Background: an optimization exercise with open tools, aiming at small area, a short achievable clock period and few clock cycles. Do not read the settings as production practice. Function was checked by simulation only, so behaviour that the tests miss may differ from the original. Power figures rest on the tool's default switching activity, not on a simulated workload.

==> design/flow/design.v <==
`timescale 1ns / 1ps
package evad_pkg;
  localparam logic [1:0] OP_SAMPLE = 2'd0;
  localparam logic [1:0] OP_TICK   = 2'd1;
  localparam logic [1:0] OP_OPEN   = 2'd2;
  localparam logic [1:0] OP_STOP   = 2'd3;
  localparam logic [2:0] CFG_LOUD_MEAN_SQUARE = 3'd0;
  localparam logic [2:0] CFG_SPEECH_MIN_TIME  = 3'd1;
  localparam logic [2:0] CFG_SILENCE_END_TIME = 3'd2;
  localparam logic [2:0] CFG_MAX_UTTER_TIME   = 3'd3;
  localparam logic [2:0] CFG_TICK_TIME        = 3'd4;
  localparam logic [30:0] LMS_RESET     = 31'd68719;
  localparam logic [15:0] SPEECH_RESET  = 16'd400;
  localparam logic [15:0] SILENCE_RESET = 16'd900;
  localparam logic [15:0] MAX_RESET     = 16'd20000;
  localparam logic [9:0]  TICK_RESET    = 10'd50;
endpackage
`timescale 1ns / 1ps
module evad_square (
  input  logic [14:0] y,       
  input  logic        s,       
  input  logic [30:0] nl,
  output logic [32:0] u_a,
  output logic [32:0] u_b
);
  logic p_0_1, p_0_2, p_0_3, p_0_4, p_0_5, p_0_6, p_0_7, p_0_8, p_0_9, p_0_10, p_0_11, p_0_12;
  logic p_0_13, p_0_14, p_1_2, p_1_3, p_1_4, p_1_5, p_1_6, p_1_7, p_1_8, p_1_9, p_1_10, p_1_11;
  logic p_1_12, p_1_13, p_1_14, p_2_3, p_2_4, p_2_5, p_2_6, p_2_7, p_2_8, p_2_9, p_2_10, p_2_11;
  logic p_2_12, p_2_13, p_2_14, p_3_4, p_3_5, p_3_6, p_3_7, p_3_8, p_3_9, p_3_10, p_3_11, p_3_12;
  logic p_3_13, p_3_14, p_4_5, p_4_6, p_4_7, p_4_8, p_4_9, p_4_10, p_4_11, p_4_12, p_4_13, p_4_14;
  logic p_5_6, p_5_7, p_5_8, p_5_9, p_5_10, p_5_11, p_5_12, p_5_13, p_5_14, p_6_7, p_6_8, p_6_9;
  logic p_6_10, p_6_11, p_6_12, p_6_13, p_6_14, p_7_8, p_7_9, p_7_10, p_7_11, p_7_12, p_7_13, p_7_14;
  logic p_8_9, p_8_10, p_8_11, p_8_12, p_8_13, p_8_14, p_9_10, p_9_11, p_9_12, p_9_13, p_9_14, p_10_11;
  logic p_10_12, p_10_13, p_10_14, p_11_12, p_11_13, p_11_14, p_12_13, p_12_14, p_13_14, t_0, t_1, t_2;
  logic t_3, t_4, t_5, t_6, t_7, t_8, t_9, t_10, t_11, t_12, t_13, t_14;
  logic w1, w2, w3, w4, w5, w6, w7, w8, w9, w10, w11, w12;
  logic w13, w14, w15, w16, w17, w18, w19, w20, w21, w22, w23, w24;
  logic w25, w26, w27, w28, w29, w30, w31, w32, w33, w34, w35, w36;
  logic w37, w38, w39, w40, w41, w42, w43, w44, w45, w46, w47, w48;
  logic w49, w50, w51, w52, w53, w54, w55, w56, w57, w58, w59, w60;
  logic w61, w62, w63, w64, w65, w66, w67, w68, w69, w70, w71, w72;
  logic w73, w74, w75, w76, w77, w78, w79, w80, w81, w82, w83, w84;
  logic w85, w86, w87, w88, w89, w90, w91, w92, w93, w94, w95, w96;
  logic w97, w98, w99, w100, w101, w102, w103, w104, w105, w106, w107, w108;
  logic w109, w110, w111, w112, w113, w114, w115, w116, w117, w118, w119, w120;
  logic w121, w122, w123, w124, w125, w126, w127, w128, w129, w130, w131, w132;
  logic w133, w134, w135, w136, w137, w138, w139, w140, w141, w142, w143, w144;
  logic w145, w146, w147, w148, w149, w150, w151, w152, w153, w154, w155, w156;
  logic w157, w158, w159, w160, w161, w162, w163, w164, w165, w166, w167, w168;
  logic w169, w170, w171, w172, w173, w174, w175, w176, w177, w178, w179, w180;
  logic w181, w182, w183, w184, w185, w186, w187, w188, w189, w190, w191, w192;
  logic w193, w194, w195, w196, w197, w198, w199, w200, w201, w202, w203, w204;
  logic w205, w206, w207, w208, w209, w210, w211, w212, w213, w214, w215, w216;
  logic w217, w218, w219, w220, w221, w222, w223, w224, w225, w226, w227, w228;
  logic w229, w230, w231, w232, w233, w234, w235, w236, w237, w238, w239, w240;
  logic w241, w242, w243, w244, w245, w246, w247, w248, w249, w250, w251, w252;
  logic w253, w254, w255, w256, w257, w258, w259, w260, w261, w262, w263, w264;
  logic w265, w266, w267, w268, w269, w270;
  assign p_0_1 = y[0] & y[1];
  assign p_0_2 = y[0] & y[2];
  assign p_0_3 = y[0] & y[3];
  assign p_0_4 = y[0] & y[4];
  assign p_0_5 = y[0] & y[5];
  assign p_0_6 = y[0] & y[6];
  assign p_0_7 = y[0] & y[7];
  assign p_0_8 = y[0] & y[8];
  assign p_0_9 = y[0] & y[9];
  assign p_0_10 = y[0] & y[10];
  assign p_0_11 = y[0] & y[11];
  assign p_0_12 = y[0] & y[12];
  assign p_0_13 = y[0] & y[13];
  assign p_0_14 = y[0] & y[14];
  assign p_1_2 = y[1] & y[2];
  assign p_1_3 = y[1] & y[3];
  assign p_1_4 = y[1] & y[4];
  assign p_1_5 = y[1] & y[5];
  assign p_1_6 = y[1] & y[6];
  assign p_1_7 = y[1] & y[7];
  assign p_1_8 = y[1] & y[8];
  assign p_1_9 = y[1] & y[9];
  assign p_1_10 = y[1] & y[10];
  assign p_1_11 = y[1] & y[11];
  assign p_1_12 = y[1] & y[12];
  assign p_1_13 = y[1] & y[13];
  assign p_1_14 = y[1] & y[14];
  assign p_2_3 = y[2] & y[3];
  assign p_2_4 = y[2] & y[4];
  assign p_2_5 = y[2] & y[5];
  assign p_2_6 = y[2] & y[6];
  assign p_2_7 = y[2] & y[7];
  assign p_2_8 = y[2] & y[8];
  assign p_2_9 = y[2] & y[9];
  assign p_2_10 = y[2] & y[10];
  assign p_2_11 = y[2] & y[11];
  assign p_2_12 = y[2] & y[12];
  assign p_2_13 = y[2] & y[13];
  assign p_2_14 = y[2] & y[14];
  assign p_3_4 = y[3] & y[4];
  assign p_3_5 = y[3] & y[5];
  assign p_3_6 = y[3] & y[6];
  assign p_3_7 = y[3] & y[7];
  assign p_3_8 = y[3] & y[8];
  assign p_3_9 = y[3] & y[9];
  assign p_3_10 = y[3] & y[10];
  assign p_3_11 = y[3] & y[11];
  assign p_3_12 = y[3] & y[12];
  assign p_3_13 = y[3] & y[13];
  assign p_3_14 = y[3] & y[14];
  assign p_4_5 = y[4] & y[5];
  assign p_4_6 = y[4] & y[6];
  assign p_4_7 = y[4] & y[7];
  assign p_4_8 = y[4] & y[8];
  assign p_4_9 = y[4] & y[9];
  assign p_4_10 = y[4] & y[10];
  assign p_4_11 = y[4] & y[11];
  assign p_4_12 = y[4] & y[12];
  assign p_4_13 = y[4] & y[13];
  assign p_4_14 = y[4] & y[14];
  assign p_5_6 = y[5] & y[6];
  assign p_5_7 = y[5] & y[7];
  assign p_5_8 = y[5] & y[8];
  assign p_5_9 = y[5] & y[9];
  assign p_5_10 = y[5] & y[10];
  assign p_5_11 = y[5] & y[11];
  assign p_5_12 = y[5] & y[12];
  assign p_5_13 = y[5] & y[13];
  assign p_5_14 = y[5] & y[14];
  assign p_6_7 = y[6] & y[7];
  assign p_6_8 = y[6] & y[8];
  assign p_6_9 = y[6] & y[9];
  assign p_6_10 = y[6] & y[10];
  assign p_6_11 = y[6] & y[11];
  assign p_6_12 = y[6] & y[12];
  assign p_6_13 = y[6] & y[13];
  assign p_6_14 = y[6] & y[14];
  assign p_7_8 = y[7] & y[8];
  assign p_7_9 = y[7] & y[9];
  assign p_7_10 = y[7] & y[10];
  assign p_7_11 = y[7] & y[11];
  assign p_7_12 = y[7] & y[12];
  assign p_7_13 = y[7] & y[13];
  assign p_7_14 = y[7] & y[14];
  assign p_8_9 = y[8] & y[9];
  assign p_8_10 = y[8] & y[10];
  assign p_8_11 = y[8] & y[11];
  assign p_8_12 = y[8] & y[12];
  assign p_8_13 = y[8] & y[13];
  assign p_8_14 = y[8] & y[14];
  assign p_9_10 = y[9] & y[10];
  assign p_9_11 = y[9] & y[11];
  assign p_9_12 = y[9] & y[12];
  assign p_9_13 = y[9] & y[13];
  assign p_9_14 = y[9] & y[14];
  assign p_10_11 = y[10] & y[11];
  assign p_10_12 = y[10] & y[12];
  assign p_10_13 = y[10] & y[13];
  assign p_10_14 = y[10] & y[14];
  assign p_11_12 = y[11] & y[12];
  assign p_11_13 = y[11] & y[13];
  assign p_11_14 = y[11] & y[14];
  assign p_12_13 = y[12] & y[13];
  assign p_12_14 = y[12] & y[14];
  assign p_13_14 = y[13] & y[14];
  assign t_0 = y[0] & s;
  assign t_1 = y[1] & s;
  assign t_2 = y[2] & s;
  assign t_3 = y[3] & s;
  assign t_4 = y[4] & s;
  assign t_5 = y[5] & s;
  assign t_6 = y[6] & s;
  assign t_7 = y[7] & s;
  assign t_8 = y[8] & s;
  assign t_9 = y[9] & s;
  assign t_10 = y[10] & s;
  assign t_11 = y[11] & s;
  assign t_12 = y[12] & s;
  assign t_13 = y[13] & s;
  assign t_14 = y[14] & s;
  assign w1 = p_0_13 ^ p_1_12;
  assign w2 = p_0_13 & p_1_12;
  assign w3 = p_0_14 ^ p_1_13;
  assign w4 = p_0_14 & p_1_13;
  assign w5 = p_1_14 ^ p_2_13;
  assign w6 = p_1_14 & p_2_13;
  assign w7 = p_0_7 ^ p_1_6;
  assign w8 = p_0_7 & p_1_6;
  assign w9 = p_0_8 ^ p_1_7;
  assign w10 = p_0_8 & p_1_7;
  assign w11 = p_0_9 ^ p_1_8 ^ p_2_7;
  assign w12 = (p_0_9 & p_1_8) | (p_0_9 & p_2_7) | (p_1_8 & p_2_7);
  assign w13 = p_3_6 ^ p_4_5;
  assign w14 = p_3_6 & p_4_5;
  assign w15 = p_0_10 ^ p_1_9 ^ p_2_8;
  assign w16 = (p_0_10 & p_1_9) | (p_0_10 & p_2_8) | (p_1_9 & p_2_8);
  assign w17 = p_3_7 ^ p_4_6;
  assign w18 = p_3_7 & p_4_6;
  assign w19 = p_0_11 ^ p_1_10 ^ p_2_9;
  assign w20 = (p_0_11 & p_1_10) | (p_0_11 & p_2_9) | (p_1_10 & p_2_9);
  assign w21 = p_3_8 ^ p_4_7 ^ p_5_6;
  assign w22 = (p_3_8 & p_4_7) | (p_3_8 & p_5_6) | (p_4_7 & p_5_6);
  assign w23 = y[6] ^ t_11;
  assign w24 = y[6] & t_11;
  assign w25 = p_0_12 ^ p_1_11 ^ p_2_10;
  assign w26 = (p_0_12 & p_1_11) | (p_0_12 & p_2_10) | (p_1_11 & p_2_10);
  assign w27 = p_3_9 ^ p_4_8 ^ p_5_7;
  assign w28 = (p_3_9 & p_4_8) | (p_3_9 & p_5_7) | (p_4_8 & p_5_7);
  assign w29 = t_12 ^ nl[13];
  assign w30 = t_12 & nl[13];
  assign w31 = w1 ^ p_2_11 ^ p_3_10;
  assign w32 = (w1 & p_2_11) | (w1 & p_3_10) | (p_2_11 & p_3_10);
  assign w33 = p_4_9 ^ p_5_8 ^ p_6_7;
  assign w34 = (p_4_9 & p_5_8) | (p_4_9 & p_6_7) | (p_5_8 & p_6_7);
  assign w35 = y[7] ^ t_13 ^ nl[14];
  assign w36 = (y[7] & t_13) | (y[7] & nl[14]) | (t_13 & nl[14]);
  assign w37 = w2 ^ w3 ^ p_2_12;
  assign w38 = (w2 & w3) | (w2 & p_2_12) | (w3 & p_2_12);
  assign w39 = p_3_11 ^ p_4_10 ^ p_5_9;
  assign w40 = (p_3_11 & p_4_10) | (p_3_11 & p_5_9) | (p_4_10 & p_5_9);
  assign w41 = p_6_8 ^ t_14 ^ nl[15];
  assign w42 = (p_6_8 & t_14) | (p_6_8 & nl[15]) | (t_14 & nl[15]);
  assign w43 = w4 ^ w5 ^ p_3_12;
  assign w44 = (w4 & w5) | (w4 & p_3_12) | (w5 & p_3_12);
  assign w45 = p_4_11 ^ p_5_10 ^ p_6_9;
  assign w46 = (p_4_11 & p_5_10) | (p_4_11 & p_6_9) | (p_5_10 & p_6_9);
  assign w47 = p_7_8 ^ y[8] ^ nl[16];
  assign w48 = (p_7_8 & y[8]) | (p_7_8 & nl[16]) | (y[8] & nl[16]);
  assign w49 = w6 ^ p_2_14 ^ p_3_13;
  assign w50 = (w6 & p_2_14) | (w6 & p_3_13) | (p_2_14 & p_3_13);
  assign w51 = p_4_12 ^ p_5_11 ^ p_6_10;
  assign w52 = (p_4_12 & p_5_11) | (p_4_12 & p_6_10) | (p_5_11 & p_6_10);
  assign w53 = p_7_9 ^ nl[17];
  assign w54 = p_7_9 & nl[17];
  assign w55 = p_3_14 ^ p_4_13 ^ p_5_12;
  assign w56 = (p_3_14 & p_4_13) | (p_3_14 & p_5_12) | (p_4_13 & p_5_12);
  assign w57 = p_6_11 ^ p_7_10 ^ p_8_9;
  assign w58 = (p_6_11 & p_7_10) | (p_6_11 & p_8_9) | (p_7_10 & p_8_9);
  assign w59 = y[9] ^ nl[18];
  assign w60 = y[9] & nl[18];
  assign w61 = p_4_14 ^ p_5_13 ^ p_6_12;
  assign w62 = (p_4_14 & p_5_13) | (p_4_14 & p_6_12) | (p_5_13 & p_6_12);
  assign w63 = p_7_11 ^ p_8_10;
  assign w64 = p_7_11 & p_8_10;
  assign w65 = p_5_14 ^ p_6_13 ^ p_7_12;
  assign w66 = (p_5_14 & p_6_13) | (p_5_14 & p_7_12) | (p_6_13 & p_7_12);
  assign w67 = p_8_11 ^ p_9_10;
  assign w68 = p_8_11 & p_9_10;
  assign w69 = p_6_14 ^ p_7_13;
  assign w70 = p_6_14 & p_7_13;
  assign w71 = p_7_14 ^ p_8_13;
  assign w72 = p_7_14 & p_8_13;
  assign w73 = p_0_3 ^ p_1_2;
  assign w74 = p_0_3 & p_1_2;
  assign w75 = p_0_4 ^ p_1_3;
  assign w76 = p_0_4 & p_1_3;
  assign w77 = p_0_5 ^ p_1_4 ^ p_2_3;
  assign w78 = (p_0_5 & p_1_4) | (p_0_5 & p_2_3) | (p_1_4 & p_2_3);
  assign w79 = y[3] ^ t_5;
  assign w80 = y[3] & t_5;
  assign w81 = p_0_6 ^ p_1_5 ^ p_2_4;
  assign w82 = (p_0_6 & p_1_5) | (p_0_6 & p_2_4) | (p_1_5 & p_2_4);
  assign w83 = t_6 ^ nl[7];
  assign w84 = t_6 & nl[7];
  assign w85 = w7 ^ p_2_5 ^ p_3_4;
  assign w86 = (w7 & p_2_5) | (w7 & p_3_4) | (p_2_5 & p_3_4);
  assign w87 = y[4] ^ t_7 ^ nl[8];
  assign w88 = (y[4] & t_7) | (y[4] & nl[8]) | (t_7 & nl[8]);
  assign w89 = w8 ^ w9 ^ p_2_6;
  assign w90 = (w8 & w9) | (w8 & p_2_6) | (w9 & p_2_6);
  assign w91 = p_3_5 ^ t_8 ^ nl[9];
  assign w92 = (p_3_5 & t_8) | (p_3_5 & nl[9]) | (t_8 & nl[9]);
  assign w93 = w10 ^ w11 ^ w13;
  assign w94 = (w10 & w11) | (w10 & w13) | (w11 & w13);
  assign w95 = y[5] ^ t_9 ^ nl[10];
  assign w96 = (y[5] & t_9) | (y[5] & nl[10]) | (t_9 & nl[10]);
  assign w97 = w12 ^ w14 ^ w15;
  assign w98 = (w12 & w14) | (w12 & w15) | (w14 & w15);
  assign w99 = w17 ^ t_10 ^ nl[11];
  assign w100 = (w17 & t_10) | (w17 & nl[11]) | (t_10 & nl[11]);
  assign w101 = w16 ^ w18 ^ w19;
  assign w102 = (w16 & w18) | (w16 & w19) | (w18 & w19);
  assign w103 = w21 ^ w23 ^ nl[12];
  assign w104 = (w21 & w23) | (w21 & nl[12]) | (w23 & nl[12]);
  assign w105 = w20 ^ w22 ^ w24;
  assign w106 = (w20 & w22) | (w20 & w24) | (w22 & w24);
  assign w107 = w25 ^ w27 ^ w29;
  assign w108 = (w25 & w27) | (w25 & w29) | (w27 & w29);
  assign w109 = w26 ^ w28 ^ w30;
  assign w110 = (w26 & w28) | (w26 & w30) | (w28 & w30);
  assign w111 = w31 ^ w33 ^ w35;
  assign w112 = (w31 & w33) | (w31 & w35) | (w33 & w35);
  assign w113 = w32 ^ w34 ^ w36;
  assign w114 = (w32 & w34) | (w32 & w36) | (w34 & w36);
  assign w115 = w37 ^ w39 ^ w41;
  assign w116 = (w37 & w39) | (w37 & w41) | (w39 & w41);
  assign w117 = w38 ^ w40 ^ w42;
  assign w118 = (w38 & w40) | (w38 & w42) | (w40 & w42);
  assign w119 = w43 ^ w45 ^ w47;
  assign w120 = (w43 & w45) | (w43 & w47) | (w45 & w47);
  assign w121 = w44 ^ w46 ^ w48;
  assign w122 = (w44 & w46) | (w44 & w48) | (w46 & w48);
  assign w123 = w49 ^ w51 ^ w53;
  assign w124 = (w49 & w51) | (w49 & w53) | (w51 & w53);
  assign w125 = w50 ^ w52 ^ w54;
  assign w126 = (w50 & w52) | (w50 & w54) | (w52 & w54);
  assign w127 = w55 ^ w57 ^ w59;
  assign w128 = (w55 & w57) | (w55 & w59) | (w57 & w59);
  assign w129 = w56 ^ w58 ^ w60;
  assign w130 = (w56 & w58) | (w56 & w60) | (w58 & w60);
  assign w131 = w61 ^ w63 ^ nl[19];
  assign w132 = (w61 & w63) | (w61 & nl[19]) | (w63 & nl[19]);
  assign w133 = w62 ^ w64 ^ w65;
  assign w134 = (w62 & w64) | (w62 & w65) | (w64 & w65);
  assign w135 = w67 ^ y[10] ^ nl[20];
  assign w136 = (w67 & y[10]) | (w67 & nl[20]) | (y[10] & nl[20]);
  assign w137 = w66 ^ w68 ^ w69;
  assign w138 = (w66 & w68) | (w66 & w69) | (w68 & w69);
  assign w139 = p_8_12 ^ p_9_11 ^ nl[21];
  assign w140 = (p_8_12 & p_9_11) | (p_8_12 & nl[21]) | (p_9_11 & nl[21]);
  assign w141 = w70 ^ w71 ^ p_9_12;
  assign w142 = (w70 & w71) | (w70 & p_9_12) | (w71 & p_9_12);
  assign w143 = p_10_11 ^ y[11] ^ nl[22];
  assign w144 = (p_10_11 & y[11]) | (p_10_11 & nl[22]) | (y[11] & nl[22]);
  assign w145 = w72 ^ p_8_14 ^ p_9_13;
  assign w146 = (w72 & p_8_14) | (w72 & p_9_13) | (p_8_14 & p_9_13);
  assign w147 = p_10_12 ^ nl[23];
  assign w148 = p_10_12 & nl[23];
  assign w149 = p_9_14 ^ p_10_13 ^ p_11_12;
  assign w150 = (p_9_14 & p_10_13) | (p_9_14 & p_11_12) | (p_10_13 & p_11_12);
  assign w151 = y[12] ^ nl[24];
  assign w152 = y[12] & nl[24];
  assign w153 = p_10_14 ^ p_11_13;
  assign w154 = p_10_14 & p_11_13;
  assign w155 = p_11_14 ^ p_12_13;
  assign w156 = p_11_14 & p_12_13;
  assign w157 = p_0_1 ^ y[1];
  assign w158 = p_0_1 & y[1];
  assign w159 = p_0_2 ^ t_2;
  assign w160 = p_0_2 & t_2;
  assign w161 = w73 ^ y[2] ^ t_3;
  assign w162 = (w73 & y[2]) | (w73 & t_3) | (y[2] & t_3);
  assign w163 = w74 ^ w75 ^ t_4;
  assign w164 = (w74 & w75) | (w74 & t_4) | (w75 & t_4);
  assign w165 = w76 ^ w77 ^ w79;
  assign w166 = (w76 & w77) | (w76 & w79) | (w77 & w79);
  assign w167 = w78 ^ w80 ^ w81;
  assign w168 = (w78 & w80) | (w78 & w81) | (w80 & w81);
  assign w169 = w82 ^ w84 ^ w85;
  assign w170 = (w82 & w84) | (w82 & w85) | (w84 & w85);
  assign w171 = w86 ^ w88 ^ w89;
  assign w172 = (w86 & w88) | (w86 & w89) | (w88 & w89);
  assign w173 = w90 ^ w92 ^ w93;
  assign w174 = (w90 & w92) | (w90 & w93) | (w92 & w93);
  assign w175 = w94 ^ w96 ^ w97;
  assign w176 = (w94 & w96) | (w94 & w97) | (w96 & w97);
  assign w177 = w98 ^ w100 ^ w101;
  assign w178 = (w98 & w100) | (w98 & w101) | (w100 & w101);
  assign w179 = w102 ^ w104 ^ w105;
  assign w180 = (w102 & w104) | (w102 & w105) | (w104 & w105);
  assign w181 = w106 ^ w108 ^ w109;
  assign w182 = (w106 & w108) | (w106 & w109) | (w108 & w109);
  assign w183 = w110 ^ w112 ^ w113;
  assign w184 = (w110 & w112) | (w110 & w113) | (w112 & w113);
  assign w185 = w114 ^ w116 ^ w117;
  assign w186 = (w114 & w116) | (w114 & w117) | (w116 & w117);
  assign w187 = w118 ^ w120 ^ w121;
  assign w188 = (w118 & w120) | (w118 & w121) | (w120 & w121);
  assign w189 = w122 ^ w124 ^ w125;
  assign w190 = (w122 & w124) | (w122 & w125) | (w124 & w125);
  assign w191 = w126 ^ w128 ^ w129;
  assign w192 = (w126 & w128) | (w126 & w129) | (w128 & w129);
  assign w193 = w130 ^ w132 ^ w133;
  assign w194 = (w130 & w132) | (w130 & w133) | (w132 & w133);
  assign w195 = w134 ^ w136 ^ w137;
  assign w196 = (w134 & w136) | (w134 & w137) | (w136 & w137);
  assign w197 = w138 ^ w140 ^ w141;
  assign w198 = (w138 & w140) | (w138 & w141) | (w140 & w141);
  assign w199 = w142 ^ w144 ^ w145;
  assign w200 = (w142 & w144) | (w142 & w145) | (w144 & w145);
  assign w201 = w146 ^ w148 ^ w149;
  assign w202 = (w146 & w148) | (w146 & w149) | (w148 & w149);
  assign w203 = w150 ^ w152 ^ w153;
  assign w204 = (w150 & w152) | (w150 & w153) | (w152 & w153);
  assign w205 = w154 ^ w155 ^ y[13];
  assign w206 = (w154 & w155) | (w154 & y[13]) | (w155 & y[13]);
  assign w207 = w156 ^ p_12_14;
  assign w208 = w156 & p_12_14;
  assign w209 = p_13_14 ^ y[14];
  assign w210 = p_13_14 & y[14];
  assign w211 = y[0] ^ s;
  assign w212 = y[0] & s;
  assign w213 = t_0 ^ nl[1];
  assign w214 = t_0 & nl[1];
  assign w215 = w157 ^ t_1 ^ nl[2];
  assign w216 = (w157 & t_1) | (w157 & nl[2]) | (t_1 & nl[2]);
  assign w217 = w158 ^ w159 ^ nl[3];
  assign w218 = (w158 & w159) | (w158 & nl[3]) | (w159 & nl[3]);
  assign w219 = w160 ^ w161 ^ nl[4];
  assign w220 = (w160 & w161) | (w160 & nl[4]) | (w161 & nl[4]);
  assign w221 = w162 ^ w163 ^ nl[5];
  assign w222 = (w162 & w163) | (w162 & nl[5]) | (w163 & nl[5]);
  assign w223 = w164 ^ w165 ^ nl[6];
  assign w224 = (w164 & w165) | (w164 & nl[6]) | (w165 & nl[6]);
  assign w225 = w166 ^ w167 ^ w83;
  assign w226 = (w166 & w167) | (w166 & w83) | (w167 & w83);
  assign w227 = w168 ^ w169 ^ w87;
  assign w228 = (w168 & w169) | (w168 & w87) | (w169 & w87);
  assign w229 = w170 ^ w171 ^ w91;
  assign w230 = (w170 & w171) | (w170 & w91) | (w171 & w91);
  assign w231 = w172 ^ w173 ^ w95;
  assign w232 = (w172 & w173) | (w172 & w95) | (w173 & w95);
  assign w233 = w174 ^ w175 ^ w99;
  assign w234 = (w174 & w175) | (w174 & w99) | (w175 & w99);
  assign w235 = w176 ^ w177 ^ w103;
  assign w236 = (w176 & w177) | (w176 & w103) | (w177 & w103);
  assign w237 = w178 ^ w179 ^ w107;
  assign w238 = (w178 & w179) | (w178 & w107) | (w179 & w107);
  assign w239 = w180 ^ w181 ^ w111;
  assign w240 = (w180 & w181) | (w180 & w111) | (w181 & w111);
  assign w241 = w182 ^ w183 ^ w115;
  assign w242 = (w182 & w183) | (w182 & w115) | (w183 & w115);
  assign w243 = w184 ^ w185 ^ w119;
  assign w244 = (w184 & w185) | (w184 & w119) | (w185 & w119);
  assign w245 = w186 ^ w187 ^ w123;
  assign w246 = (w186 & w187) | (w186 & w123) | (w187 & w123);
  assign w247 = w188 ^ w189 ^ w127;
  assign w248 = (w188 & w189) | (w188 & w127) | (w189 & w127);
  assign w249 = w190 ^ w191 ^ w131;
  assign w250 = (w190 & w191) | (w190 & w131) | (w191 & w131);
  assign w251 = w192 ^ w193 ^ w135;
  assign w252 = (w192 & w193) | (w192 & w135) | (w193 & w135);
  assign w253 = w194 ^ w195 ^ w139;
  assign w254 = (w194 & w195) | (w194 & w139) | (w195 & w139);
  assign w255 = w196 ^ w197 ^ w143;
  assign w256 = (w196 & w197) | (w196 & w143) | (w197 & w143);
  assign w257 = w198 ^ w199 ^ w147;
  assign w258 = (w198 & w199) | (w198 & w147) | (w199 & w147);
  assign w259 = w200 ^ w201 ^ w151;
  assign w260 = (w200 & w201) | (w200 & w151) | (w201 & w151);
  assign w261 = w202 ^ w203 ^ nl[25];
  assign w262 = (w202 & w203) | (w202 & nl[25]) | (w203 & nl[25]);
  assign w263 = w204 ^ w205 ^ nl[26];
  assign w264 = (w204 & w205) | (w204 & nl[26]) | (w205 & nl[26]);
  assign w265 = w206 ^ w207 ^ nl[27];
  assign w266 = (w206 & w207) | (w206 & nl[27]) | (w207 & nl[27]);
  assign w267 = w208 ^ w209 ^ nl[28];
  assign w268 = (w208 & w209) | (w208 & nl[28]) | (w209 & nl[28]);
  assign w269 = w210 ^ nl[29];
  assign w270 = w210 & nl[29];
  assign u_a = {1'b0, 1'b0, w270, w268, w266, w264, w262, w260, w258, w256, w254, w252, w250, w248, w246, w244, w242, w240, w238, w236, w234, w232, w230, w228, w226, w224, w222, w220, w218, w216, w214, w212, w211};
  assign u_b = {1'b0, 1'b0, nl[30], w269, w267, w265, w263, w261, w259, w257, w255, w253, w251, w249, w247, w245, w243, w241, w239, w237, w235, w233, w231, w229, w227, w225, w223, w221, w219, w217, w215, w213, nl[0]};
endmodule
`timescale 1ns / 1ps
import evad_pkg::*;
module energy_vad_endpoint_detector_core (
  input  logic        clk,
  input  logic        rst,
  input  logic        s_tvalid,
  output logic        s_tready,
  input  logic [15:0] s_tdata,
  input  logic [1:0]  s_tuser,
  input  logic        s_tlast,
  output logic        m_tvalid,
  input  logic        m_tready,
  output logic [7:0]  m_tdata,
  input  logic        cfg_we,
  input  logic [2:0]  cfg_index,
  input  logic [30:0] cfg_wdata
);
  logic [30:0] nlms;          
  logic [15:0] speech_min;
  logic [15:0] silence_end;
  logic [15:0] max_utter;
  logic [9:0]  tick;
  logic        wr_lms;
  assign wr_lms = cfg_we && (cfg_index == CFG_LOUD_MEAN_SQUARE);
  always_ff @(posedge clk) begin
    if (rst) begin
      nlms        <= ~LMS_RESET;
      speech_min  <= SPEECH_RESET;
      silence_end <= SILENCE_RESET;
      max_utter   <= MAX_RESET;
      tick        <= TICK_RESET;
    end else if (cfg_we) begin
      case (cfg_index)
        CFG_LOUD_MEAN_SQUARE: nlms        <= ~cfg_wdata;
        CFG_SPEECH_MIN_TIME:  speech_min  <= cfg_wdata[15:0];
        CFG_SILENCE_END_TIME: silence_end <= cfg_wdata[15:0];
        CFG_MAX_UTTER_TIME:   max_utter   <= cfg_wdata[15:0];
        CFG_TICK_TIME:        tick        <= cfg_wdata[9:0];
        default: ;
      endcase
    end
  end
  logic [14:0] y0;            
  logic        s0;            
  logic [1:0]  op0;
  logic        last0;
  logic        v0;
  logic        accept;
  assign accept = s_tvalid && s_tready;
  always_ff @(posedge clk) begin
    y0    <= s_tdata[14:0] ^ {15{s_tdata[15]}};
    s0    <= s_tdata[15];
    op0   <= s_tuser;
    last0 <= s_tlast;
    v0    <= !rst && accept;
  end
  logic [32:0] sq_a, sq_b;    
  logic [43:0] a1;
  logic [30:0] b1;
  logic [1:0]  op1;
  logic        last1;
  logic        v1;
  evad_square u_square (
    .y   (y0),
    .s   (s0),
    .nl  (nlms),
    .u_a (sq_a),
    .u_b (sq_b)
  );
  logic        pass_a, pass_b, tail, dirty;
  logic [3:0]  step;
  logic        step_last;
  logic        corr_start, again;
  logic [12:0] count;
  assign step_last  = (step == 4'd12);
  assign corr_start = wr_lms && !pass_a && !pass_b && !tail && (count != '0);
  assign again      = tail && (dirty || wr_lms);
  always_ff @(posedge clk) begin
    op1   <= op0;
    last1 <= last0;
    v1    <= !rst && v0;
    if (v0)                            a1 <= {13'h1FFF, sq_a[30:0]};   
    else if (pass_a && step_last)      a1 <= {13'h1FFF, nlms};
    else if (pass_a)                   a1 <= {a1[42:0], 1'b0};
    else if (pass_b)                   a1 <= {a1[42:0], 1'b1};
    else if (tail)                     a1 <= {13'd0, ~a1[43:13]};
    else                               a1 <= {13'd0, ~nlms};
    b1 <= v0 ? sq_b[30:0] : 31'd0;
  end
  always_ff @(posedge clk) begin
    if (rst) begin
      pass_a <= 1'b0;
      pass_b <= 1'b0;
      tail   <= 1'b0;
      dirty  <= 1'b0;
      step   <= '0;
    end else begin
      tail <= pass_b && step_last;
      if (corr_start || again) begin
        pass_a <= 1'b1;
        step   <= '0;
      end else if (pass_a && step_last) begin
        pass_a <= 1'b0;
        pass_b <= 1'b1;
        step   <= '0;
      end else if (pass_b && step_last) begin
        pass_b <= 1'b0;
        step   <= '0;
      end else if (pass_a || pass_b) begin
        step   <= step + 4'd1;
      end
      if (tail) dirty <= 1'b0;
      else if (wr_lms && (pass_b || (pass_a && step_last))) dirty <= 1'b1;
    end
  end
  logic [43:0] acc_e;
  logic [43:0] sum_e;
  logic        add_c;
  logic [43:0] cs1_s, cs1_c;
  logic        level;
  logic        level_next;
  logic        smp1;
  logic        busy;
  logic        count_bit;
  assign busy  = pass_a || pass_b;    
  assign smp1  = v1 && (op1 == OP_SAMPLE);
  assign add_c = busy ? pass_b : 1'b1;
  assign cs1_s = acc_e ^ a1 ^ 44'(b1);
  assign cs1_c = (acc_e & a1) | (acc_e & 44'(b1)) | (a1 & 44'(b1));
  evad_add #(
    .W (44)
  ) u_add_e (
    .a (cs1_s),
    .b ({cs1_c[42:0], add_c}),
    .s (sum_e)
  );
  assign count_bit = count[step];
  always_comb begin
    level_next = level;
    if (smp1 && last1) level_next = count[12] ? !acc_e[43] : !sum_e[43];
  end
  always_ff @(posedge clk) begin
    if (rst) begin
      acc_e <= '1;
      count <= '0;
      level <= 1'b0;
    end else if (busy) begin
      if (count_bit) acc_e <= sum_e;
    end else if (smp1) begin
      level <= level_next;
      if (last1) begin
        acc_e <= '1;
        count <= '0;
      end else if (!count[12]) begin
        acc_e <= sum_e;
        count <= count + 13'd1;
      end
    end
  end
  logic        turn_open, heard, ended;
  logic [15:0] speech_time, quiet_time;
  logic [15:0] time_base;
  logic [16:0] time_sum;
  logic [15:0] time_sat;
  logic        ge_smin, ge_sil, ge_max_loud, ge_max_quiet;
  logic        open_next, heard_next, ended_next;
  logic [15:0] speech_next, quiet_next;
  logic        endpoint, cause, forward;
  assign time_base  = level ? speech_time : quiet_time;
  assign time_sum   = 17'(time_base) + 17'(tick);
  assign time_sat   = time_sum[16] ? 16'hFFFF : time_sum[15:0];
  evad_ge2 u_ge_smin (
    .a (speech_time), .t (tick), .c (speech_min), .ge (ge_smin)
  );
  evad_ge2 u_ge_sil (
    .a (quiet_time), .t (tick), .c (silence_end), .ge (ge_sil)
  );
  evad_ge2 u_ge_max_loud (
    .a (speech_time), .t (tick), .c (max_utter), .ge (ge_max_loud)
  );
  evad_ge3 u_ge_max_quiet (
    .a (speech_time), .b (quiet_time), .t (tick), .c (max_utter), .ge (ge_max_quiet)
  );
  always_comb begin
    open_next   = turn_open;
    heard_next  = heard;
    ended_next  = ended;
    speech_next = speech_time;
    quiet_next  = quiet_time;
    endpoint    = 1'b0;
    cause       = 1'b0;
    forward     = 1'b0;
    case (op1)
      OP_SAMPLE: forward = turn_open;
      OP_TICK: begin
        if (turn_open && !ended) begin
          if (level) begin
            speech_next = time_sat;
            quiet_next  = '0;
            if (ge_smin) heard_next = 1'b1;
            if (ge_max_loud) begin
              ended_next = 1'b1;
              endpoint   = 1'b1;
              cause      = 1'b1;
            end
          end else begin
            quiet_next = time_sat;
            if (heard && ge_sil) begin
              ended_next = 1'b1;
              endpoint   = 1'b1;
            end else if (ge_max_quiet) begin
              ended_next = 1'b1;
              endpoint   = 1'b1;
              cause      = 1'b1;
            end
          end
        end
      end
      OP_OPEN: begin
        speech_next = '0;
        quiet_next  = '0;
        heard_next  = 1'b0;
        ended_next  = 1'b0;
        open_next   = 1'b1;
      end
      default: open_next = 1'b0;
    endcase
  end
  always_ff @(posedge clk) begin
    if (rst) begin
      turn_open   <= 1'b0;
      heard       <= 1'b0;
    end else if (v1) begin
      turn_open   <= open_next;
      heard       <= heard_next;
    end
  end
  always_ff @(posedge clk) begin
    if (v1) begin
      ended       <= ended_next;
      speech_time <= speech_next;
      quiet_time  <= quiet_next;
    end
  end
  logic [5:0] res;
  logic [5:0] ring [0:2];
  logic [1:0] wr_ptr, rd_ptr;
  logic [1:0] qc;             
  logic [5:0] m_flags;
  logic [5:0] head;
  logic       have, load;
  logic       out_free;
  logic       take;
  logic [2:0] inflight, inflight_next;
  assign res      = {heard_next, forward, open_next, level_next, cause, endpoint};
  assign out_free = !m_tvalid || m_tready;
  assign take     = m_tvalid && m_tready;
  assign have     = (qc != 2'd0) || v1;
  assign load     = out_free && have;
  assign head     = (qc != 2'd0) ? ring[rd_ptr] : res;
  assign m_tdata  = {2'b00, m_flags};
  always_ff @(posedge clk) begin
    if (v1) ring[wr_ptr] <= res;
    if (out_free) m_flags <= head;
  end
  always_ff @(posedge clk) begin
    if (rst) begin
      m_tvalid <= 1'b0;
      qc       <= '0;
      wr_ptr   <= '0;
      rd_ptr   <= '0;
    end else begin
      if (out_free) m_tvalid <= have;
      qc <= qc + 2'(v1) - 2'(load);
      if (v1)   wr_ptr <= (wr_ptr == 2'd2) ? 2'd0 : wr_ptr + 2'd1;
      if (load) rd_ptr <= (rd_ptr == 2'd2) ? 2'd0 : rd_ptr + 2'd1;
    end
  end
  logic [2:0] inflight_inc, inflight_dec;
  logic       credit_ok, hold_off;
  assign inflight_inc  = inflight + 3'd1;
  assign inflight_dec  = inflight - 3'd1;
  assign inflight_next = (accept && !take) ? inflight_inc :
                         (take && !accept) ? inflight_dec : inflight;
  assign credit_ok = (inflight <= 3'd2)
                  || ((inflight == 3'd3) && (!accept || take))
                  || ((inflight == 3'd4) && take);
  assign hold_off  = pass_a || pass_b || (tail && dirty)
                  || (wr_lms && (tail || (count != '0)));
  always_ff @(posedge clk) begin
    if (rst) begin
      inflight <= '0;
      s_tready <= 1'b0;
    end else begin
      inflight <= inflight_next;
      s_tready <= credit_ok && !hold_off;
    end
  end
endmodule
module evad_add #(
  parameter int W = 44
) (
  input  logic [W-1:0] a,
  input  logic [W-1:0] b,
  output logic [W-1:0] s
);
  localparam int LV = $clog2(W);
  logic [W-1:0] gp [0:LV];    
  logic [W-1:0] pp [0:LV];    
  assign gp[0] = a & b;
  assign pp[0] = a ^ b;
  for (genvar l = 0; l < LV; l++) begin : g_level
    for (genvar i = 0; i < W; i++) begin : g_bit
      if (((i >> l) & 1) == 1) begin : g_comb
        localparam int J = ((i >> l) << l) - 1;
        assign gp[l+1][i] = gp[l][i] | (pp[l][i] & gp[l][J]);
        assign pp[l+1][i] = pp[l][i] & pp[l][J];
      end else begin : g_pass
        assign gp[l+1][i] = gp[l][i];
        assign pp[l+1][i] = pp[l][i];
      end
    end
  end
  assign s = (a ^ b) ^ {gp[LV][W-2:0], 1'b0};
endmodule
module evad_carry #(
  parameter int W = 18
) (
  input  logic [W-1:0] a,
  input  logic [W-1:0] b,
  output logic         co
);
  logic [31:0] gl [0:5];
  logic [31:0] pl [0:5];
  assign gl[0] = 32'(a & b);
  assign pl[0] = 32'(a | b);
  for (genvar l = 0; l < 5; l++) begin : g_level
    localparam int N = (W + (1 << l) - 1) >> l;    
    for (genvar j = 0; j < 16; j++) begin : g_node
      if (2 * j + 1 < N) begin : g_comb
        assign gl[l+1][j] = gl[l][2*j+1] | (pl[l][2*j+1] & gl[l][2*j]);
        assign pl[l+1][j] = pl[l][2*j+1] & pl[l][2*j];
      end else if (2 * j < N) begin : g_pass
        assign gl[l+1][j] = gl[l][2*j];
        assign pl[l+1][j] = pl[l][2*j];
      end else begin : g_none
        assign gl[l+1][j] = 1'b0;
        assign pl[l+1][j] = 1'b0;
      end
    end
    assign gl[l+1][31:16] = '0;
    assign pl[l+1][31:16] = '0;
  end
  assign co = gl[5][0];
endmodule
module evad_ge2 (
  input  logic [15:0] a,
  input  logic [9:0]  t,
  input  logic [15:0] c,
  output logic        ge
);
  logic [16:0] x, nc, s, k;
  logic        co;
  assign x  = {1'b0, a};
  assign nc = ~{1'b0, c};
  assign s  = x ^ nc ^ 17'(t);
  assign k  = (x & nc) | (x & 17'(t)) | (nc & 17'(t));
  evad_carry #(
    .W (17)
  ) u_carry (
    .a  (s),
    .b  ({k[15:0], 1'b1}),
    .co (co)
  );
  assign ge = co | k[16];
endmodule
module evad_ge3 (
  input  logic [15:0] a,
  input  logic [15:0] b,
  input  logic [9:0]  t,
  input  logic [15:0] c,
  output logic        ge
);
  logic [17:0] x, y, nc, s1, k1, k1s, s2, k2;
  logic        co;
  assign x   = {2'b00, a};
  assign y   = {2'b00, b};
  assign nc  = ~{2'b00, c};
  assign s1  = x ^ y ^ 18'(t);
  assign k1  = (x & y) | (x & 18'(t)) | (y & 18'(t));
  assign k1s = {k1[16:0], 1'b0};
  assign s2  = s1 ^ k1s ^ nc;
  assign k2  = (s1 & k1s) | (s1 & nc) | (k1s & nc);
  evad_carry #(
    .W (18)
  ) u_carry (
    .a  (s2),
    .b  ({k2[16:0], 1'b1}),
    .co (co)
  );
  assign ge = co | k2[17];
endmodule
==> design/flow/flow/run.sh <==
#!/bin/bash
# Layout flow: the standard ORFS flow, with two changes to how the layout
# is made (the clock period and constraints are unchanged):
#  - the timing repair after floorplan, clock-tree synthesis and global
#    routing aims for setup slack of REPAIR_MARGIN ns;
#  - every input and output port still gets its own buffer, but a plain
#    buf_1 (the repair resizes it where timing needs) instead of a delay cell.
# Each step's full output is in orfs/logs/; make's own output goes to
# flow_make.log here.
set -euo pipefail
REPAIR_MARGIN=7.0
bash standard.sh SETUP_SLACK_MARGIN=$REPAIR_MARGIN \
  "BUFFER_PORTS_ARGS=-buffer_cell sky130_fd_sc_hd__buf_1" finish > flow_make.log 2>&1
==> design/flow/standard.sh <==
#!/bin/bash
# synth_recipe.tcl (not shown) runs the flow's synth.tcl, then flattens the netlist and writes it again
# the make line also repeats each setting of config.mk as NAME=value (left out here)
make -C /OpenROAD-flow-scripts/flow DESIGN_CONFIG=/design/flow/config.mk WORK_HOME=/design/flow/orfs CLKGATE_MAP_FILE= SYNTH_SCRIPT=/design/flow/synth_recipe.tcl "${@:-finish}"
==> design/flow/config.mk <==
export PLATFORM = sky130hd
export DESIGN_NAME = energy_vad_endpoint_detector_core
export DESIGN_NICKNAME = energy_vad_endpoint_detector_core
export VERILOG_FILES = /design/flow/design.v
export SDC_FILE = /design/flow/constraint.sdc
export NUM_CORES = 4
export LEC_CHECK = 0
export ABC_AREA = 1
export CAP_MARGIN = 20
export CORE_MARGIN = 2
export CORE_UTILIZATION = 40
export SLEW_MARGIN = 20
==> design/flow/constraint.sdc <==
create_clock -name core_clock -period 10.0 [get_ports {clk}]
set_input_delay 2.0000 -clock core_clock [delete_from_list [all_inputs] [get_ports {clk}]]
set_output_delay 2.0000 -clock core_clock [all_outputs]
set_load 0.01 [all_outputs]
==> results of run 1 <==
-- per-layer routing --
layer | track usage, % | up-vias | part of all wire (%)
met3 | 2.87 | 103 | 4.7
met4 | 5.41 | 2 | 2.3
met5 | 0 | - | 0.026
met2 | 37.6 | 416 | 49
met1 | 28.4 | 9056 | 44
li1 | - | 9079 | -
-- cell type report --
class / instances / share of cell area [%]
timing repair buffer: 124 / 3.30
multi-input combinational: 1838 / 51.4
antenna: 3 / 0.0292
tap: 748 / 3.64
inverter: 556 / 8.31
timing repair inverter: 1 / 0.0292
clock inverter: 12 / 0.851
clock buffer: 59 / 4.60
sequential: 326 / 27.9
-- power by group through the flow --
stage / Combinational (W) / Clock (W) / Sequential [W]
global placement: 0.00145 / 0 / 0.00158
CTS: 0.00160 / 0.00159 / 0.00155
global route: 0.00192 / 0.00164 / 0.00156
floorplan: 0.00117 / 0 / 0.00153
detailed placement: 0.00150 / 0 / 0.00158
finish: 0.00168 / 0.00156 / 0.00155
-- Yosys cell counts, types with 7 or more instances --
cell,instances
a21oi_1,227
a31oi_1,9
clkbuf_1,88
dfxtp_1,269
edfxtp_1,57
fa_1,197
ha_1,127
inv_1,548
nand2_1,527
nand3_1,89
nand3b_1,8
nand4_1,13
nor2_1,172
nor3_1,34
o211ai_1,18
o21ai_0,223
o21ai_1,21
o21bai_1,9
o22ai_1,7
o31ai_1,11
o41ai_1,9
or2_2,9
xnor2_1,7
xor2_1,38
-- repair_timing --
| action | CTS | global route |
|---|---|---|
| endpoints found under the setup margin | 236 | 146 |
| setup buffers | 20 | 26 |
| resized for setup | 73 | 76 |
| pin swaps | 8 | 24 |
| gates cloned | 5 | 1 |
-- how the worst max path moves through the flow --
stage / to / from / cells after the start / slack (ps)
final: s_tready / s_tready / 1 / 6950
after global routing: m_flags[0] / speech_time[7] / 14 / 6890
after CTS: s_tready / s_tready / 1 / 6910
after detailed placement: nlms[23] / cfg_index[0] / 7 / 5590
after global placement: nlms[26] / cfg_we / 8 / 5710
after floorplan: inflight[2] / s_tvalid / 10 / 6970
-- logic make-up after synthesis --
kind of cell               Yosys count
xor gates and xnor gates            45
muxes                                2
other                                1
buffers and inverters              665
DFF                                326
and+or+nand+nor                    886
adders and majority gates          324
AOI/OAI and AO/OA                  576
-- per-stage QoR --
step | area (µm²) | cells | setup slack, ps | power, W
after global placement | 23400 | 3541 | 5710 | 0.00303
after CTS | 25300 | 3637 | 6910 | 0.00473
after detailed placement | 23400 | 3541 | 5590 | 0.00308
final | 25700 | 3667 | 6950 | 0.00479
after global routing | 25700 | 3665 | 6890 | 0.00512
after floorplan | 22700 | 2826 | 6970 | 0.00270
-- state kept, by name (all words and copies together) (netlist names), 2 cells and up, named ones only --
signal	count
acc_e	44
quiet_time	16
op0	2
speech_min	16
qc	2
b1	31
wr_ptr	2
max_utter	16
silence_end	16
ring	18
op1	2
inflight	3
tick	10
step	4
count	13
a1	44
nlms	31
y0	15
speech_time	16
rd_ptr	2
m_flags	6
==> results.toml, run 1 <==
[timing]
rsz0062_at_grt = "true"
max_slew_margin_pct = 24.9
post-route-period-util_pct = 30.5
setup_tns_ps = 0
fin_crit_ps = 3050
fin_skew_ps = 24.5
hold_violations = 0
tightest_slew_ps = 1130
max_freq_ghz = 0.328
setup_viol = 0
whs_ps = 326
drv_slew = 0

[power_and_ir_drop]
p_int_w = 0.00307
combPwrFrac_pct = 35.0
p_switching_w = 0.00172
p_clk_share_pct = 32.7
leakage_nw = 12.1
peakVddDrop_mv = 0.110
powerDensity_nw_per_um2 = 186
swShare_pct = 35.8
power_frac_seq_pct = 32.3

[global_routing]
antenna_found_initial = 2
grt_pass1_vias = 18600
grt_max_degree = 77
grt_overflow = 0
grt_pass1_wl_um = 99100
grt_usage_pct = 21.6

[drt]
wire_per_inst_um = 16.9
drt_iter0_markers = 1166
drc_errors = 0
drt_wl_total_um = 62000
ant_nets = 0
vias_per_cell = 5.09
via_count = 18700
dr.pass1.iters = 7

[critical_path]
crit_arrival_ps = 1050
cp_num_buf_inv = 1
rr_startpoint = "speech_time[7]"
endpoint_kind = "output port"
reg2reg_depth = 14
crit_chain = "buf_6"
crit_type = "reg2out"
cp.required_ps = 8000
r2r_slack_ps = 6970
cp_max_fo = 2
cp_slowest_cell = "dfxtp_4"
slowest_delay_ps = 390
crit_family = "flip-flops"
r2r_end = "m_flags[0]"
critPathLaunchType = "register"

[yosys]
syn-cell-area_um2 = 22500
synth_top_family_by_area = "adder cells"
async_flop_share_pct = 0
synth_warnings = 10
synth_compound_area_share_pct = 14.2
synth_edf_count = 57
netlist.area_leader.share_pct = 23.9
synthTopCellsByArea = "dfxtp_1, fa_1, inv_1, nand2_1, edfxtp_1"
synth_mux_area_share_pct = 0.0889
syn_avg_cell_area_um2 = 7.97
yosys.area_share.simple_pct = 16.5
syn_inst = 2825
ys.flop_type = "dfxtp_1"
ys_seq_area_share_pct = 31.5
synth_fa_ha_area_share_pct = 24.6
synthXorXnorAreaFrac_pct = 1.75
ys_ff_latch = 326
synth_cell_type_count = 62
yosys.area.top_type = "dfxtp_1"

[clock_tree]
postCtsHoldBufs = 0
cts_buffer_depth = 3
cts_tree = "done"
cts_max_level = 2
cts_buffers = 39
cts-root-buf = "clkbuf_16"
clock_sinks = 326
clkSlewWorstSetupHoldPaths_ps = 50
insertion_delay_ps = 560

[hold_path]
min-delay-path-class = "reg2reg"
holdPathEnd = "last1"
hold_depth = 0
hp-start = "last0"

[die]
fp.dieH_um = 241
row_count = 86
fp.dieW_um = 241
start_util_pct = 40.6
core_area_um2 = 55400
io_pins = 68
die-area_um2 = 58200

[final_layout]
layout_common_cells = "inv_1, nand2_1, dfxtp_1"
final_common_cell = "inv_1"
area_growth_pct = 14.3
multi_input_area_um2 = 13200
nets = 3268
fillCellCount = 5312
layout-drive-gt1-share_pct = 9.64
fin_util_pct = 46.4
regArea_um2 = 7170

[job]
maxCapViolations = 0

[placement]
numPortBuffers = 65
hpwl_um = 44000
place_congestion = 0.877

[outcome]
status = "no timing/DRC/antenna violations"
Testbench counts, summed over its fixed seeds: cycles 160,139.
==> run 2, diff against run 1 <==
--- a/design/flow/design.v
+++ b/design/flow/design.v
@@ -611,25 +611,21 @@
   logic        turn_open, heard, ended;
   logic [15:0] speech_time, quiet_time;
-  logic [15:0] time_base;
+  logic [15:0] time_base, time_thr, time_other;
   logic [16:0] time_sum;
   logic [15:0] time_sat;
-  logic        ge_smin, ge_sil, ge_max_loud, ge_max_quiet;
+  logic        ge_thr, ge_max;
   logic        open_next, heard_next, ended_next;
   logic [15:0] speech_next, quiet_next;
   logic        endpoint, cause, forward;
   assign time_base  = level ? speech_time : quiet_time;
+  assign time_thr   = level ? speech_min : silence_end;
+  assign time_other = level ? 16'd0 : quiet_time;
   assign time_sum   = 17'(time_base) + 17'(tick);
   assign time_sat   = time_sum[16] ? 16'hFFFF : time_sum[15:0];
-  evad_ge2 u_ge_smin (
-    .a (speech_time), .t (tick), .c (speech_min), .ge (ge_smin)
+  evad_ge2 u_ge_thr (
+    .a (time_base), .t (tick), .c (time_thr), .ge (ge_thr)
   );
-  evad_ge2 u_ge_sil (
-    .a (quiet_time), .t (tick), .c (silence_end), .ge (ge_sil)
-  );
-  evad_ge2 u_ge_max_loud (
-    .a (speech_time), .t (tick), .c (max_utter), .ge (ge_max_loud)
-  );
-  evad_ge3 u_ge_max_quiet (
-    .a (speech_time), .b (quiet_time), .t (tick), .c (max_utter), .ge (ge_max_quiet)
+  evad_ge3 u_ge_max (
+    .a (speech_time), .b (time_other), .t (tick), .c (max_utter), .ge (ge_max)
   );
   always_comb begin
@@ -649,20 +645,15 @@
             speech_next = time_sat;
             quiet_next  = '0;
-            if (ge_smin) heard_next = 1'b1;
-            if (ge_max_loud) begin
-              ended_next = 1'b1;
-              endpoint   = 1'b1;
-              cause      = 1'b1;
-            end
+            if (ge_thr) heard_next = 1'b1;
           end else begin
             quiet_next = time_sat;
-            if (heard && ge_sil) begin
-              ended_next = 1'b1;
-              endpoint   = 1'b1;
-            end else if (ge_max_quiet) begin
-              ended_next = 1'b1;
-              endpoint   = 1'b1;
-              cause      = 1'b1;
-            end
+          end
+          if (!level && heard && ge_thr) begin
+            ended_next = 1'b1;
+            endpoint   = 1'b1;
+          end else if (ge_max) begin
+            ended_next = 1'b1;
+            endpoint   = 1'b1;
+            cause      = 1'b1;
           end
         end
@@ -838,9 +829,9 @@
   assign y   = {2'b00, b};
   assign nc  = ~{2'b00, c};
-  assign s1  = x ^ y ^ 18'(t);
-  assign k1  = (x & y) | (x & 18'(t)) | (y & 18'(t));
+  assign s1  = x ^ nc ^ 18'(t);
+  assign k1  = (x & nc) | (x & 18'(t)) | (nc & 18'(t));
   assign k1s = {k1[16:0], 1'b0};
-  assign s2  = s1 ^ k1s ^ nc;
-  assign k2  = (s1 & k1s) | (s1 & nc) | (k1s & nc);
+  assign s2  = s1 ^ k1s ^ y;
+  assign k2  = (s1 & k1s) | (s1 & y) | (k1s & y);
   evad_carry #(
     .W (18)
--- a/design/flow/flow/run.sh
+++ b/design/flow/flow/run.sh
@@ -9,5 +9,5 @@
 # flow_make.log here.
 set -euo pipefail
-REPAIR_MARGIN=7.0
+REPAIR_MARGIN=6.8
 bash standard.sh SETUP_SLACK_MARGIN=$REPAIR_MARGIN \
   "BUFFER_PORTS_ARGS=-buffer_cell sky130_fd_sc_hd__buf_1" finish > flow_make.log 2>&1
--- a/design/flow/config.mk
+++ b/design/flow/config.mk
@@ -9,4 +9,5 @@
 export CAP_MARGIN = 20
 export CORE_MARGIN = 2
-export CORE_UTILIZATION = 40
+export CORE_UTILIZATION = 65
+export PLACE_DENSITY = 0.75
 export SLEW_MARGIN = 20
==> results.toml, run 2 <==
[hold_path]
min-delay-path-class = "reg2reg"

[timing]
setup_ws_ps = 6920
hold_violations = 0
fin_crit_ps = 3080
setup_tns_ps = 0
max_freq_ghz = 0.324
tightest_slew_ps = 984
fin_skew_ps = 22.3
drv_slew = 0
setup_viol = 0
max_slew_margin_pct = 34.4
rsz0062_at_grt = "false"
post-route-period-util_pct = 30.8

[global_routing]
grt_pass1_wl_um = 87300
grt_overflow = 0
grt_usage_pct = 30.8
grt_pass1_vias = 17300
grt_max_degree = 122
antenna_found_initial = 0

[yosys]
synth_edf_count = 57
syn_avg_cell_area_um2 = 7.92
ys_seq_area_share_pct = 32.7
ys_ff_latch = 326
async_flop_share_pct = 0
syn_inst = 2736
netlist.area_leader.share_pct = 24.8
synth_warnings = 10
synthTopCellsByArea = "dfxtp_1, fa_1, inv_1, nand2_1, edfxtp_1"
synth_common_cells = "inv_1, nand2_1, dfxtp_1"
ys.flop_type = "dfxtp_1"
yosys.area.top_type = "dfxtp_1"
syn-cell-area_um2 = 21700
synth_cell_type_count = 57

[placement]
hpwl_um = 38400
numPortBuffers = 65
dp_cells = 3146
dpl-instance-area_um2 = 22100
place_congestion = 0.882
post-place-ws_ps = 5760

[final_layout]
area_growth_pct = 9.60
final_common_cell = "nand2_1"
top_regs = "a1 (44), acc_e (44)"
stdcell_count = 3240
layout-drive-gt1-share_pct = 6.90
design_area_um2 = 23800
antennaDiodeCount = 0
layout_common_cells = "nand2_1, inv_1, dfxtp_1"
nets = 3119

[clock_tree]
cts_max_level = 2
insertion_delay_ps = 540
cts_buffers = 37
cts_tree = "done"
cts_buffer_depth = 3
cts-root-buf = "clkbuf_16"
clkSlewWorstSetupHoldPaths_ps = 60
clock_sinks = 326
postCtsHoldBufs = 0

[die]
row_count = 66
core_area_um2 = 32700
io_pins = 68
die-area_um2 = 34800
fp.dieH_um = 187
fp.dieW_um = 187
start_util_pct = 66.3

[critical_path]
critPathLaunchType = "register"
endpoint_kind = "register"
cp.required_ps = 10480
crit_type = "reg2reg"
cp_max_fo = 6
crit_arrival_ps = 3560

[drt]
met3_length_um = 4530
vias_per_cell = 5.55
wl_met1_um = 24300
dr.pass1.iters = 5
wire_per_inst_um = 16.7
drc_errors = 0
drt_wl_total_um = 54100
highest_layer = "met4"
via_count = 18000
wl_met2_um = 24100
drt_iter0_markers = 1398
ant_nets = 0

[power_and_ir_drop]
finalPower_w = 0.00449
powerDensity_nw_per_um2 = 189
leakage_nw = 11.8
peakVddDrop_mv = 0.204

[job]
maxCapViolations = 0

[outcome]
status = "no timing/DRC/antenna violations"
[run 2: critical path, cell delays in order (launching register included)]
cell and delay (ps):
dfxtp_4 370, nand2_1 60, inv_1 40, ha_1 300
fa_1 560, inv_1 60, fa_2 390, fa_1 510
inv_1 50, fa_2 530, nand2_1 50, inv_1 100
[run 2: path summary, 6_finish.rpt]
check              start  depth (start not counted)  slack [ps]  endpoint
hold / removal    op0[1]                          0         340    op1[1]
hold reg to reg   op0[1]                          0         340    op1[1]
setup / recovery  y0[13]                         11        6920    b1[15]
setup reg to reg  y0[13]                         11        6920    b1[15]
[run 2: cells by family (layout without fill, tap and decap cells)]
kind of cell / Yosys count / in the layout / share of synthesized area (%)
and+or+nand+nor: 915 / 916 / 17.5
buffers and inverters: 643 / 703 / 11.4
AOI/OAI and AO/OA: 500 / 500 / 13.0
DFF: 326 / 326 / 32.7
adders and majority gates: 291 / 291 / 22.9
xor gates and xnor gates: 47 / 47 / 1.90
muxes: 13 / 13 / 0.600
other: 1 / 2 / 0.0173
[run 2: routing by layer]
metal	global-route usage, %	up-vias
met4	7.84	0
met3	4.91	96
met1	44.3	8480
met5	0	-
li1	-	8670
met2	48.7	743
[run 2: cell type report]
type / count / area (µm²)
clock buffers: 54 / 1100
repair buffers: 102 / 586
clock inverters: 13 / 123
multi-input cells: 1769 / 12200
inverters: 534 / 2020
fillers: 2562 / 8940
flip-flops and latches: 326 / 7140
well taps: 442 / 553
[run 2: power by group]
group          leakage [nW]  switching [W]  internal (W)
sequential             2.73       0.000103       0.00144
combinational          8.46       0.000954      0.000617
clock                 0.612       0.000556      0.000820
[run 2: repair_timing]
| item | in CTS | in global routing |
|---|---|---|
| setup endpoints to repair | 169 | 106 |
| gates cloned | 1 | 2 |
| resized for setup | 26 | 36 |
| pin swaps | 0 | 5 |
| setup buffers | 1 | 23 |
[run 2: stage by stage]
step	util, %	hold slack (ps)
detailed placement	67.6	314
finish	72.7	335
CTS	71.7	341
global placement	67.6	311
floorplan	-	310
global route	72.7	348
Testbench counts of run 2, summed over its fixed seeds: cycles 160,139.
==> run 3, diff against run 2 <==
--- a/design/flow/flow/run.sh
+++ b/design/flow/flow/run.sh
@@ -9,5 +9,5 @@
 # flow_make.log here.
 set -euo pipefail
-REPAIR_MARGIN=6.8
+REPAIR_MARGIN=7.0
 bash standard.sh SETUP_SLACK_MARGIN=$REPAIR_MARGIN \
   "BUFFER_PORTS_ARGS=-buffer_cell sky130_fd_sc_hd__buf_1" finish > flow_make.log 2>&1
==> results.toml, run 3 <==
[critical_path]
critPathLaunchType = "register"
crit_family = "flip-flops"
cp.depth = 1
cp.required_ps = 8000
slowest_delay_ps = 360
crit_arrival_ps = 1040
critical_path.startpoint = "m_flags[3]"
critPathCapture = "m_tdata[3]"
r2r_slack_ps = 7050
cp_num_buf_inv = 1
cp_max_fo = 1
crit_type = "reg2out"
cp_slowest_cell = "edfxtp_1"
endpoint_kind = "output port"
crit_chain = "buf_1"
reg2reg_depth = 11
r2r_end = "b1[16]"
rr_startpoint = "y0[1]"

[hold_path]
hp-start = "op0[0]"
min-delay-path-class = "reg2reg"

[timing]
post-route-period-util_pct = 30.4
setup_tns_ps = 0
setup_viol = 0
rsz0062_at_grt = "true"
fin_crit_ps = 3040
drv_slew = 0
whs_ps = 330
tightest_slew_ps = 1040
fin_skew_ps = 12.5
max_slew_margin_pct = 30.4
max_freq_ghz = 0.329
hold_violations = 0

[global_routing]
grt_overflow = 0
grt_pass1_vias = 18000
grt_usage_pct = 32.5
antenna_found_initial = 0
grt_pass1_wl_um = 91200
grt_max_degree = 92

[yosys]
netlist.area_leader.share_pct = 24.8
ys_seq_area_share_pct = 32.7
yosys.area.top_type = "dfxtp_1"
synth_common_cells = "inv_1, nand2_1, dfxtp_1"
syn-cell-area_um2 = 21700
syn_inst = 2736
synth_edf_count = 57
synth_cell_type_count = 57
ys_ff_latch = 326
ys.flop_type = "dfxtp_1"
async_flop_share_pct = 0
syn_avg_cell_area_um2 = 7.92
synthTopCellsByArea = "dfxtp_1, fa_1, inv_1, nand2_1, edfxtp_1"
synth_warnings = 10

[final_layout]
fin_util_pct = 75.0
regArea_um2 = 7180
area_growth_pct = 13.1
final_common_cell = "nand2_1"
nets = 3141
multi_input_area_um2 = 12600
layout-drive-gt1-share_pct = 11.0
top_regs = "a1 (44), acc_e (44)"
fillCellCount = 2448
layout_common_cells = "nand2_1, inv_1, dfxtp_1"

[power_and_ir_drop]
finalPower_w = 0.00469
leakage_nw = 12.1
powerDensity_nw_per_um2 = 191
peakVddDrop_mv = 0.157

[drt]
dr.pass1.iters = 7
drt_wl_total_um = 56500
vias_per_cell = 5.58
drt_iter0_markers = 1443
via_count = 18200
drc_errors = 0
wire_per_inst_um = 17.3
ant_nets = 0

[clock_tree]
cts-root-buf = "clkbuf_16"
cts_buffer_depth = 3
cts_tree = "done"
clock_sinks = 326
cts_max_level = 2
postCtsHoldBufs = 0
insertion_delay_ps = 550
clkSlewWorstSetupHoldPaths_ps = 60
cts_buffers = 38

[die]
fp.dieW_um = 187
core_area_um2 = 32700
die-area_um2 = 34800
fp.dieH_um = 187
start_util_pct = 66.3
io_pins = 68
row_count = 66

[job]
maxCapViolations = 0

[outcome]
status = "no timing/DRC/antenna violations"

[placement]
numPortBuffers = 65
place_congestion = 0.874
hpwl_um = 38400
## run 3: where the power goes
group / leakage (nW) / internal [W] / total (W) / switching, W
Clock: 0.646 / 0.000854 / 0.00144 / 0.000583
Combinational: 8.69 / 0.000682 / 0.00172 / 0.00103
Sequential: 2.74 / 0.00144 / 0.00154 / 0.000104
Total: 12.1 / 0.00297 / 0.00469 / 0.00172
## run 3: how the worst min path moves through the flow
stage | to | slack, ps | cells past startpoint
4_1_cts | op1[0] | 330 | 0
6_report | op1[0] | 330 | 0
5_1_grt | op1[0] | 340 | 0
2_1_floorplan | last1 | 310 | 0
3_3_place_gp | op1[1] | 310 | 0
3_5_place_dp | last1 | 320 | 0
## run 3: area by class of cell
type / instances / area share (%)
multi-input combinational: 1770 / 51.4
sequential: 326 / 29.3
inverter: 534 / 8.34
clock buffer: 57 / 4.85
timing repair buffer: 122 / 3.46
tap: 442 / 2.26
clock inverter: 13 / 0.444
antenna: 1 / 0.0102
## run 3: cells by family after synthesis
| logic type | count (synthesis) | share of synthesized area, % |
|---|---|---|
| mux | 13 | 0.600 |
| fa+ha+maj | 291 | 22.9 |
| xor+xnor | 47 | 1.90 |
| simple gates | 915 | 17.5 |
| buf+inv | 643 | 11.4 |
| flops | 326 | 32.7 |
| other cells | 1 | 0.0173 |
| compound gates | 500 | 13.0 |
## run 3: through the flow
step / setup WS [ps] / instances / area, µm²
5_1_grt: 6920 / 3264 / 24500
3_3_place_gp: 5960 / 3146 / 22200
3_5_place_dp: 5880 / 3146 / 22200
2_1_floorplan: 6950 / 2737 / 21800
4_1_cts: 6930 / 3236 / 23800
6_report: 6960 / 3265 / 24500
## run 3: per-layer routing
metal	vias up	global-route usage, %	part of all wire [%]
li1	8739	-	-
met1	8655	44.9	43
met2	721	51.4	46
met3	120	6.11	8.9
met4	0	11.5	2.4
met5	-	0	0
## run 3: what timing repair did
action / in CTS / in global routing
pin swaps: 2 / 39
gates resized for setup: 56 / 134
setup endpoints to repair: 216 / 157
cloned: 3 / 3
setup buffers: 17 / 25

-- re-timing with driven ports --
The flow's constraints put no driver on any port. The routed layouts listed below were extracted and timed again, unchanged, in two steps.
Step 1 sets driving cells, clkbuf_16 on the clock port and buf_2 on the other inputs (assumed; they add their load-dependent delay and slew).
Step 2 times the ports against the registers' clock, not the clock port: input delays grow and output delays shrink by t, the midpoint of the rising clock arrivals with the driver on.
Three values: no drivers, after step 1, after step 2; two values: the first two.
| run | t, ns | setup slack, ns | worst slew at a driven data input, ns |
|---|---|---|---|
| run 1 | 0.605 | 6.953 / 6.898 / 6.502 | 0.11 |
| run 2 | 0.579 | 6.915 / 6.915 / 6.370 | 0.06 |
| run 3 | 0.600 | 6.960 / 6.905 / 6.512 | 0.08 |
After both steps setup and hold are still met in every run listed. The setup slack of run 2, which loses most, moves by 0.000 ns with the drivers and by -0.545 ns with both steps.
